Context: an optimization exercise on an open-source flow, tuned for small area, a short achievable clock period and few clock cycles per item. The choices shown serve that exercise and are no tape-out recipe. For this run, only the layout was checked, not whether the RTL still works. Power is estimated from default activity; no workload was simulated.

--- design.v ---
`timescale 1ns / 1ps
package spic_pkg;
  localparam int unsigned CFG_INDEX_W = 3;
  localparam logic [CFG_INDEX_W-1:0] CFG_QUERY_LENGTH   = 3'd0;
  localparam logic [CFG_INDEX_W-1:0] CFG_KEY_LENGTH     = 3'd1;
  localparam logic [CFG_INDEX_W-1:0] CFG_EXPECTED_TASKS = 3'd2;
  localparam logic [CFG_INDEX_W-1:0] CFG_ROW_LIMIT      = 3'd3;
  localparam logic [CFG_INDEX_W-1:0] CFG_INTERVAL_LIMIT = 3'd4;
  localparam logic [31:0] RST_QUERY_LENGTH   = 32'd1024;
  localparam logic [31:0] RST_KEY_LENGTH     = 32'd1024;
  localparam logic [31:0] RST_EXPECTED_TASKS = 32'd32;
  localparam logic [15:0] RST_ROW_LIMIT      = 16'd32;
  localparam logic [7:0]  RST_INTERVAL_LIMIT = 8'd16;
  typedef struct packed {
    logic [31:0] query_length;
    logic [31:0] key_length;
    logic [31:0] expected_tasks;
    logic [15:0] row_limit;
    logic [7:0]  interval_limit;
  } cfg_t;
endpackage
`timescale 1ns / 1ps
module spic_cfg_regs (
  input  logic                                clk,
  input  logic                                rst_n,
  input  logic                                cfg_we,
  input  logic [spic_pkg::CFG_INDEX_W-1:0]    cfg_index,
  input  logic [31:0]                         cfg_wdata,
  output spic_pkg::cfg_t                      cfg
);
  spic_pkg::cfg_t cfg_r;
  always_ff @(posedge clk) begin
    if (!rst_n) begin
      cfg_r.query_length   <= spic_pkg::RST_QUERY_LENGTH;
      cfg_r.key_length     <= spic_pkg::RST_KEY_LENGTH;
      cfg_r.expected_tasks <= spic_pkg::RST_EXPECTED_TASKS;
      cfg_r.row_limit      <= spic_pkg::RST_ROW_LIMIT;
      cfg_r.interval_limit <= spic_pkg::RST_INTERVAL_LIMIT;
    end else if (cfg_we) begin
      case (cfg_index)
        spic_pkg::CFG_QUERY_LENGTH:   cfg_r.query_length   <= cfg_wdata;
        spic_pkg::CFG_KEY_LENGTH:     cfg_r.key_length     <= cfg_wdata;
        spic_pkg::CFG_EXPECTED_TASKS: cfg_r.expected_tasks <= cfg_wdata;
        spic_pkg::CFG_ROW_LIMIT:      cfg_r.row_limit      <= cfg_wdata[15:0];
        spic_pkg::CFG_INTERVAL_LIMIT: cfg_r.interval_limit <= cfg_wdata[7:0];
        default: ;
      endcase
    end
  end
  assign cfg = cfg_r;
endmodule
`timescale 1ns / 1ps
module spic_check_core (
  input  logic              clk,
  input  logic              rst_n,
  input  logic              advance,
  input  spic_pkg::cfg_t    cfg,
  input  logic [31:0]       qs,
  input  logic [31:0]       qr,
  input  logic [31:0]       it,
  input  logic [31:0]       is,
  input  logic [31:0]       ie,
  input  logic              pe,
  output logic [1:0]        verdict,
  output logic              error_seen
);
  logic [31:0] cursor_r;
  logic [31:0] tasks_r;
  logic [31:0] last_stop_r;
  logic [7:0]  left_r;
  logic        failed_r;
  logic        first;
  logic [32:0] rem;          
  logic        rem_hi_zero;
  logic [31:0] tasks_inc;
  logic        hdr_bad, ivl_bad, failed_upd;
  logic        cur_ok, tasks_ok, left_ok, plan_ok;
  always_comb begin
    first       = (left_r == 8'd0);
    rem         = {1'b0, cfg.query_length} - {1'b0, cursor_r};
    rem_hi_zero = (rem[32:16] == 17'd0);
    tasks_inc   = tasks_r + 32'd1;
    hdr_bad = first && ((qs != cursor_r) ||
                        (qr[31:16] != 16'd0) ||
                        (qr[15:0] == 16'd0) ||
                        (qr[15:0] > cfg.row_limit) ||
                        rem[32] ||
                        (rem_hi_zero && (qr[15:0] > rem[15:0])) ||
                        (it[31:8] != 24'd0) ||
                        (it[7:0] == 8'd0) ||
                        (it[7:0] > cfg.interval_limit));
    ivl_bad = (is >= ie) || (ie > cfg.key_length) ||
              (!first && (is < last_stop_r));
    failed_upd = failed_r | hdr_bad | ivl_bad;
    cur_ok   = first ? (rem_hi_zero && (qr[15:0] == rem[15:0])) : (rem == 33'd0);
    tasks_ok = first ? (tasks_inc == cfg.expected_tasks) : (tasks_r == cfg.expected_tasks);
    left_ok  = first ? (it[31:1] == 31'd0) : (left_r == 8'd1);
    plan_ok  = !failed_upd && cur_ok && tasks_ok && left_ok;
    if (pe) begin
      verdict    = plan_ok ? 2'd1 : 2'd2;
      error_seen = !plan_ok;
    end else begin
      verdict    = 2'd0;
      error_seen = failed_upd;
    end
  end
  always_ff @(posedge clk) begin
    if (advance) begin
      last_stop_r <= ie;
    end
  end
  always_ff @(posedge clk) begin
    if (!rst_n) begin
      cursor_r <= 32'd0;
      tasks_r  <= 32'd0;
      left_r   <= 8'd0;
      failed_r <= 1'b0;
    end else if (advance) begin
      if (pe) begin
        cursor_r <= 32'd0;
        tasks_r  <= 32'd0;
        left_r   <= 8'd0;
        failed_r <= 1'b0;
      end else begin
        if (first) begin
          cursor_r <= cursor_r + {16'd0, qr[15:0]};
          tasks_r  <= tasks_inc;
        end
        left_r   <= (first ? it[7:0] : left_r) - 8'd1;
        failed_r <= failed_upd;
      end
    end
  end
endmodule
`timescale 1ns / 1ps
module sparse_interval_plan_checker (
  input  logic                             clk,
  input  logic                             rst_n,
  input  logic                             cfg_we,
  input  logic [spic_pkg::CFG_INDEX_W-1:0] cfg_index,
  input  logic [31:0]                      cfg_wdata,
  input  logic                             in_valid,
  output logic                             in_ready,
  input  logic [31:0]                      in_task_query_start,
  input  logic [31:0]                      in_task_query_rows,
  input  logic [31:0]                      in_task_interval_total,
  input  logic [31:0]                      in_interval_start,
  input  logic [31:0]                      in_interval_stop,
  input  logic                             in_plan_end,
  output logic                             out_valid,
  input  logic                             out_ready,
  output logic [1:0]                       out_verdict,
  output logic                             out_error_seen
);
  spic_pkg::cfg_t cfg;
  logic           advance;
  logic [1:0]     verdict;
  logic           error_seen;
  logic           res_valid_r;
  logic [1:0]     verdict_r;
  logic           error_seen_r;
  spic_cfg_regs u_cfg_regs (
    .clk       (clk),
    .rst_n     (rst_n),
    .cfg_we    (cfg_we),
    .cfg_index (cfg_index),
    .cfg_wdata (cfg_wdata),
    .cfg       (cfg)
  );
  assign in_ready = !res_valid_r || out_ready;
  assign advance  = in_valid && in_ready;
  spic_check_core u_check_core (
    .clk        (clk),
    .rst_n      (rst_n),
    .advance    (advance),
    .cfg        (cfg),
    .qs         (in_task_query_start),
    .qr         (in_task_query_rows),
    .it         (in_task_interval_total),
    .is         (in_interval_start),
    .ie         (in_interval_stop),
    .pe         (in_plan_end),
    .verdict    (verdict),
    .error_seen (error_seen)
  );
  always_ff @(posedge clk) begin
    if (!rst_n) begin
      res_valid_r <= 1'b0;
    end else if (in_ready) begin
      res_valid_r <= in_valid;
    end
  end
  always_ff @(posedge clk) begin
    if (in_ready) begin
      verdict_r    <= verdict;
      error_seen_r <= error_seen;
    end
  end
  assign out_valid      = res_valid_r;
  assign out_verdict    = verdict_r;
  assign out_error_seen = error_seen_r;
endmodule
--- run.sh ---
#!/bin/bash
# synth_recipe.tcl (not shown) runs the flow's synth.tcl, then flattens the netlist and writes it again
# the make line also repeats each setting of config.mk as NAME=value (left out here)
make -C /OpenROAD-flow-scripts/flow DESIGN_CONFIG=/design/flow/config.mk WORK_HOME=/design/flow/orfs CLKGATE_MAP_FILE= SYNTH_SCRIPT=/design/flow/synth_recipe.tcl finish
--- config.mk ---
export PLATFORM = sky130hd
export DESIGN_NAME = sparse_interval_plan_checker
export DESIGN_NICKNAME = sparse_interval_plan_checker
export VERILOG_FILES = /design/flow/design.v
export SDC_FILE = /design/flow/constraint.sdc
export NUM_CORES = 4
export LEC_CHECK = 0
export CAP_MARGIN = 20
export CORE_MARGIN = 2
export CORE_UTILIZATION = 40
export SLEW_MARGIN = 20
--- constraint.sdc ---
create_clock -name core_clock -period 7.0 [get_ports {clk}]
set_input_delay 1.4000 -clock core_clock [delete_from_list [all_inputs] [get_ports {clk}]]
set_output_delay 1.4000 -clock core_clock [all_outputs]
set_load 0.01 [all_outputs]
==> flow_metrics.tcl <==
set metrics [dict create \
    clock_skew_ps 24.8 \
    syn_area_per_cell_um2 7.81 \
    cts_tree "built" \
    die_y_um 207 \
    clockBufferDepth 3 \
    design.die.area_um2 42900 \
    power.leakage_nw 8.02 \
    hold_path_depth 2 \
    io_pins 206 \
    drive_gt1_share_pct 4.41 \
    p_sw_w 0.00137 \
    grt_max_degree 91 \
    netlist_instances 2113 \
    gr-total-overflow 0 \
    vias_per_cell 5.57 \
    setup_viol 0 \
    crit_fanout 4 \
    swShare_pct 32.4 \
    drc 0 \
    dp_hpwl_um 42200 \
    start_util_pct 40.5 \
    yosys_warnings 3 \
    async_flop_share_pct 0 \
    ys_ff_latch 229 \
    routedWlPerCell_um 19.3 \
    cts_root_buffer "clkbuf_16" \
    p_per_area_nw_per_um2 211 \
    period_share_pct 66.7 \
    grt_antenna_before_repair 0 \
    synth_edf_count 35 \
    track_usage_pct 24.6 \
    fp.coreArea_um2 40700 \
    finalHoldViolCount 0 \
    clk_pin_slew_ps 60 \
    vdd_ir_drop_max_uv 187 \
    crit_arrival_ps 4950 \
    ys.flop_type "dfxtp_1" \
    cts_inserted_buffers 27 \
    totalWireLength_um 54300 \
    place.gp.congestion 0.942 \
    outcome "no timing/DRC/antenna violations" \
    antenna-diode-count 0 \
    dr.pass1.iters 5 \
    nNetsFinal 2657 \
    clockPowerShare_pct 37.5 \
    crit_type "reg -> reg" \
    postCtsHoldBufs 0 \
    ff2ff_path_depth 20 \
    synthesis.nets 2501 \
    areaGrowthSynthToFinish_pct 20.9 \
    max_slew_margin_pct 30.3 \
    portBuffers 205 \
    cp-start-kind "flip-flop" \
    tns_ps 0 \
    first_global_vias 15279 \
    post_cts_buffers 0 \
    cts_resized 0 \
    period_needed_ps 4670 \
    timing.fmax_mhz 214 \
    clock-sinks 229 \
    post-route-util_pct 49.0 \
    hold_path.class "reg -> reg" \
    htreeDepth 1 \
    fill_cells 4058 \
    synth_area_um2 16500 \
    p_seq_share_pct 33.7 \
    rsz0062_at_grt "false" \
    yosysSeqAreaShare_pct 29.9 \
    postRouteAntennaNets 0 \
    intPower_w 0.00285 \
    grt_pass1_wl_um 85000 \
    ys_types 88 \
    cp.required_ps 7280 \
    vias 15708 \
    clk_latency_ps 550 \
    tightestPinTransition_ps 1040 \
    cp-end-kind "flip-flop" \
    rows 74 \
    die_w_um 207 \
    drtIter0Drc 1029 \
    max_cap_viol_count 0 \
    slew_violations 0 \
    p_comb_share_pct 28.8 \
]
[per-stage QoR]
stage | cells | hold slack (ps) | cell area [µm²] | power, W | worst slack, ps
3_3_place_gp | 2772 | 443 | 18900 | 0.00262 | 2030
2_1_floorplan | 2113 | 436 | 16500 | 0.00221 | 2940
6_report | 2821 | 456 | 20000 | 0.00421 | 2330
4_1_cts | 2821 | 456 | 20000 | 0.00424 | 2360
5_1_grt | 2821 | 479 | 20000 | 0.00442 | 2030
3_5_place_dp | 2772 | 447 | 18900 | 0.00265 | 1960
[sequential cells by signal, indices dropped and copies added (netlist names)]
name                      count
u_cfg_regs.cfg_r            120
u_check_core.cursor_r        32
u_check_core.last_stop_r     32
u_check_core.tasks_r         32
u_check_core.left_r           8
verdict_r                     2
error_seen_r                  1
res_valid_r                   1
u_check_core.failed_r         1
[synthesized netlist by cell type, types with 4 or more instances]
master     count  share of area [%]
a2111oi_0      6               0.32
a211oi_1      18               0.82
a21boi_0       4               0.18
a21o_1        46                2.1
a21oi_1      258                7.8
a221o_1        4               0.24
a22oi_1       18               0.82
a311oi_1       5               0.27
a31oi_1       12               0.45
and2_1        10               0.38
and3_1        18               0.68
and4_1        16               0.85
buf_2         16               0.49
clkbuf_1      68                1.5
dfxtp_1      194                 24
edfxtp_1      35                6.4
ha_1         185                 14
inv_1        174                4.0
mux2i_1        5               0.30
nand2_1      340                7.7
nand2b_1      16               0.61
nand3_1       40                1.2
nand3b_1       4               0.18
nand4_1       43                1.6
nor2_1       129                2.9
nor2b_1       12               0.45
nor3_1        48                1.5
nor4_1        34                1.3
nor4_2         4               0.30
nor4_4         4               0.52
o2111ai_1      4               0.21
o211a_1        6               0.36
o211ai_1      14               0.64
o21a_1        23                1.0
o21ai_0       67                2.0
o21ai_1        6               0.18
o21bai_1       4               0.18
o22ai_1        4               0.15
o31ai_1        6               0.27
o41ai_1        4               0.21
or2_2          4               0.15
or3_1          9               0.34
or4_1          5               0.23
xnor2_1       61                3.2
xor2_1        65                3.4
[path summary, 6_finish.rpt]
path	endpoint	startpoint	slack (ps)
max reg2reg	error_seen_r	u_cfg_regs.cfg_r[88]	2330
min reg2reg	u_cfg_regs.cfg_r[61]	u_cfg_regs.cfg_r[61]	460
max	error_seen_r	u_cfg_regs.cfg_r[88]	2330
min	u_cfg_regs.cfg_r[61]	u_cfg_regs.cfg_r[61]	460
[cell families after synthesis]
kind of cell,Yosys count,synth area share [%]
simple gates,766,22.7
fa+ha+maj,187,14.3
xor+xnor,126,6.69
compound gates,533,19.7
mux,6,0.371
buf+inv,266,6.30
flops,229,29.9
[layout by cell type, fill, tap and decap left out, drive strengths merged, types with 5 or more instances in the layout]
cell	instances
clkbuf	31
and4	16
nand3	43
a22oi	18
a21o	46
a31oi	12
or3	9
bufinv	5
o31ai	6
ha	185
nor2	131
and3	18
clkdlybuf4s50	205
xor2	65
buf	13
a21boi	5
a311oi	5
nor2b	13
nand2b	17
or4	7
a2111oi	8
nor3	50
nor4	42
clkinv	9
inv	178
a211oi	19
a21oi	258
nand4	46
nand2	341
dfxtp	194
xnor2	61
o21a	23
edfxtp	35
mux2i	5
o211ai	14
o211a	6
o21ai	73
and2	10
[power by group through the flow]
| stage | clock network (W) | registers, W | logic [W] |
|---|---|---|---|
| 4_1_cts | 0.00161 | 0.00142 | 0.00121 |
| 3_3_place_gp | 0 | 0.00145 | 0.00117 |
| 5_1_grt | 0.00166 | 0.00142 | 0.00134 |
| 6_report | 0.00158 | 0.00142 | 0.00121 |
| 3_5_place_dp | 0 | 0.00145 | 0.00120 |
| 2_1_floorplan | 0 | 0.00144 | 0.000775 |
[worst max-delay path, cell delays in order (launching register included)]
cell	delay, ps
dfxtp_1	330
inv_1	50
ha_1	210
fa_1	400
nand2b_1	180
a21oi_1	280
o21ai_0	220
a21oi_1	220
a31oi_1	130
xnor2_1	220
inv_1	70
ha_1	290
and4_1	210
nand3_1	110
nor3_1	260
a311o_2	230
and4b_1	210
nand4_1	90
nor4bb_1	270
nand4_1	180
a21boi_2	230
[final cells by class]
| cell class | count | area [µm²] | area share, % |
|---|---|---|---|
| clock buffer | 31 | 764 | 3.83 |
| clock inverter | 18 | 236 | 1.19 |
| inverter | 175 | 659 | 3.30 |
| multi-input combinational | 1618 | 10500 | 52.8 |
| sequential | 229 | 4930 | 24.7 |
| tap | 532 | 666 | 3.34 |
| timing repair buffer | 218 | 2150 | 10.8 |
[layer usage]
metal	global-route usage (%)	wire [µm]	share of wire, %	vias up
met1	32.7	24300	45	7434
met2	42.0	25700	47	428
met4	7.61	1510	2.8	0
met3	2.55	2820	5.2	75
li1	-	-	-	7771
met5	0	0	0	-

## re-timing with driven ports
No port has a modelled driver above. Below, the same layout with a new extraction and two added sets of constraints. Step 1 assumes that a clkbuf_16 drives the clock port and a buf_2 every other input. Step 2 also shifts input and output timing later by t, the mid clock arrival at the registers, as if the neighbouring blocks saw the same clock. a / b / c = ideal / step 1 / step 2; a / b = the first two.
shift t [ns]: 0.598
slack for setup (ns): 2.331 / 2.331 / 2.017
worst setup path after step 2: input to register
latest minus earliest clock arrival (ns): 0.026 / 0.026
cell pins on the clock port's net: 1
After both steps this run still meets setup and hold. For this run, drivers alone change the setup slack by 0.000 ns; drivers and shift together by -0.314 ns.
